Context: an optimization exercise on an open-source flow, tuned for small area, a short achievable clock period and few clock cycles per item. The choices shown serve that exercise and are no tape-out recipe.
Only simulation tests tie the RTL to the original design; equivalence was not proved.

## pepper
==> flow/design.v (excerpt) <==
module fc_layer_engine #(
    parameter int N_IN  = 64,
    parameter int N_OUT = 16,
    parameter int DW    = 10,
    parameter int WW    = 9,
    parameter int BW    = 11,
    parameter int ACCW  = 25,
    parameter int OW    = 16,
    parameter int SHIFT = 0
) (
    input  logic                       clk,
    input  logic                       rst_n,
    input  logic                       in_valid,
    input  logic [DW-1:0]              in_data,
    output logic                       in_ready,
    output logic [fc_pkg::idx_w(N_IN)-1:0] w_addr,
    input  logic [N_OUT*WW-1:0]        weight,
    input  logic [N_OUT*BW-1:0]        bias,
    output logic                       out_valid,
    input  logic                       out_ready,
    output logic [OW-1:0]              out_data,
    output logic [fc_pkg::idx_w(N_OUT)-1:0] out_idx,
    output logic                       layer_done
);
export LEC_CHECK = 0
export CAP_MARGIN = 20
export CORE_MARGIN = 2
export CORE_UTILIZATION = 62
export CTS_CLUSTER_DIAMETER = 100
export CTS_CLUSTER_SIZE = 25
export SETUP_SLACK_MARGIN = 5.0
export SLEW_MARGIN = 20
create_clock -name core_clock -period 8.5 [get_ports {clk}]
standard.sh (not shown) runs the stock make flow with config.mk's settings and CLKGATE_MAP_FILE= SYNTH_SCRIPT=/design/flow/synth_recipe.tcl, a recipe that flattens the netlist after the stock synthesis.
==> flow/flow/run.sh <==
#!/bin/bash
# Own layout flow, built on the standard flow (standard.sh):
#  1. the standard synthesis, unchanged (bash standard.sh synth);
#  2. flow/polarity.py re-wires the inverters around full-adder cells in the synthesized
#     netlist (a full adder fed complemented inputs gives complemented outputs), which removes
#     inverters; no flip-flop, port or other cell changes (the original netlist is kept as
#     1_2_yosys.std.v);
#  3. the standard ORFS layout steps (bash standard.sh finish) with the port buffers made of
#     plain buffers and a larger setup-repair margin, so that timing repair keeps working
#     towards a shorter clock period. The clock period and constraints are the design's.
# Each step writes its full output to a log file of its own in this folder.
set -euo pipefail
MARGIN=$(cat flow/margin.txt)
R=orfs/results/${FLOW_PLATFORM:-sky130hd}/fc_layer_engine/base
bash standard.sh synth > synth.log 2>&1
cp "$R/1_2_yosys.v" "$R/1_2_yosys.std.v"
python3 flow/polarity.py "$R/1_2_yosys.std.v" "$R/1_2_yosys.pol.v" > polarity.log 2>&1
mv "$R/1_2_yosys.pol.v" "$R/1_2_yosys.v"
rm -f "$R/1_synth.odb" "$R/1_synth.sdc"
bash standard.sh finish SETUP_SLACK_MARGIN="$MARGIN" \
    BUFFER_PORTS_ARGS="-buffer_cell sky130_fd_sc_hd__buf_1" > layout.log 2>&1
test -f out/final.def
Other scripts of this flow, unchanged in this note and not shown: flow/flow/margin.txt, flow/flow/polarity.py
pepper went all the way through synthesis, placement and routing and the layout is clean on timing, DRC and antenna.
Testbench counts of pepper, summed over its fixed seeds: cycles 12,440, items 192.
Changes in tundra relative to pepper:
Settings: CTS_CLUSTER_DIAMETER no longer set, was 100; CORE_UTILIZATION now 55, was 62; CTS_CLUSTER_SIZE no longer set, was 25.
Findings:
pepper has a higher met3 wirelength from detailed routing than tundra. tundra vs pepper, layout clock buffer count went up by 88%. | final area | tundra vs pepper | worse |. pepper ended up with fewer cell instances than tundra did. On register-to-register path setup slack, tundra does better than pepper. Relative to pepper, tundra degrades routed wire length. The core of tundra is less densely filled than that of pepper. tundra reports a higher worst setup slack than pepper does. The launch point of the critical path comes out g_lane[3].u_lane.r_b[0] in one run and r_in_ready in the other, namely in pepper and tundra respectively. Between tundra and pepper, the minimum hold slack does not differ in any meaningful way. Of pepper and tundra, the lower antenna diode instance count belongs to pepper.

---

before:
Starting RTL as in the previous note.
Settings: LEC_CHECK=0, CAP_MARGIN=20, CORE_MARGIN=2, CORE_UTILIZATION=55, CTS_CLUSTER_DIAMETER=100, CTS_CLUSTER_SIZE=25, SETUP_SLACK_MARGIN=5.0, SLEW_MARGIN=20; clock period 8.5 ns.
==> flow/flow/margin.txt <==
5.4
Scripts as last shown in full above: flow/flow/run.sh
Other scripts of this flow, unchanged in this note and not shown: flow/flow/polarity.py
Every stage of the flow completed for before, and the final layout passed the timing, design-rule and antenna checks.
Testbench counts of before, summed over its fixed seeds: cycles 12,440, items 192.
### before -> after
Settings: CTS_CLUSTER_SIZE removed (was 25); CTS_CLUSTER_DIAMETER removed (was 100).
==> flow/flow/margin.txt <==
5.5
==> comparison <==
Compared with before, after ends up with a larger final cell area. Lower final critical-path required period was reported by before, not after. Against before, post-layout worst setup margin in after came out worse. Max maximum cell stage delay along the critical path across after and before: after. after vs before, area used by multi-input combinational logic went up by 1.3%. Of after and before, the lower sequential share of layout area belongs to after. Per the comparison of after with before, via count of the first global-routing pass went up 2003; final core utilization went up 3.4 points; hold slack went down 21 ps; first-pass iteration count of the detailed router went down 1.

## what the ideal ports hide
How much do the figures lean on ideal ports? The routed layouts below were timed once more, with nothing changed but the port constraints. Step 1 (the two cells are an assumption about what drives the block):
set clk [get_ports {clk}]
set_driving_cell -lib_cell sky130_fd_sc_hd__clkbuf_16 $clk
set_driving_cell -lib_cell sky130_fd_sc_hd__buf_2 [delete_from_list [all_inputs] $clk]
Step 2 adds t to the input delays and takes it off the output delays; t is the mean of the earliest and latest rising clock arrival at the registers after step 1. Input paths then give back, and output paths get back, about the clock's delay inside the block. Slacks: no drivers / after step 1 / after step 2; pairs: no drivers / after step 1.
run	shift t [ns]	slack for setup (ns)	worst hold slack (ns)	worst register clock-pin slew, ns
pepper	0.810	5.314 / 5.302 / 4.906	0.438 / 0.438 / 0.438	0.11 / 0.11
tundra	0.904	5.337 / 5.245 / 4.918	0.438 / 0.438 / 0.438	0.07 / 0.07
before	0.845	5.356 / 5.296 / 4.880	0.449 / 0.449 / 0.449	0.12 / 0.12
after	0.909	5.294 / 5.242 / 4.718	0.427 / 0.427 / 0.427	0.07 / 0.07
After both steps setup and hold are still met in every run listed. For after, which loses most, drivers alone change the setup slack by -0.052 ns; drivers and shift together by -0.576 ns.
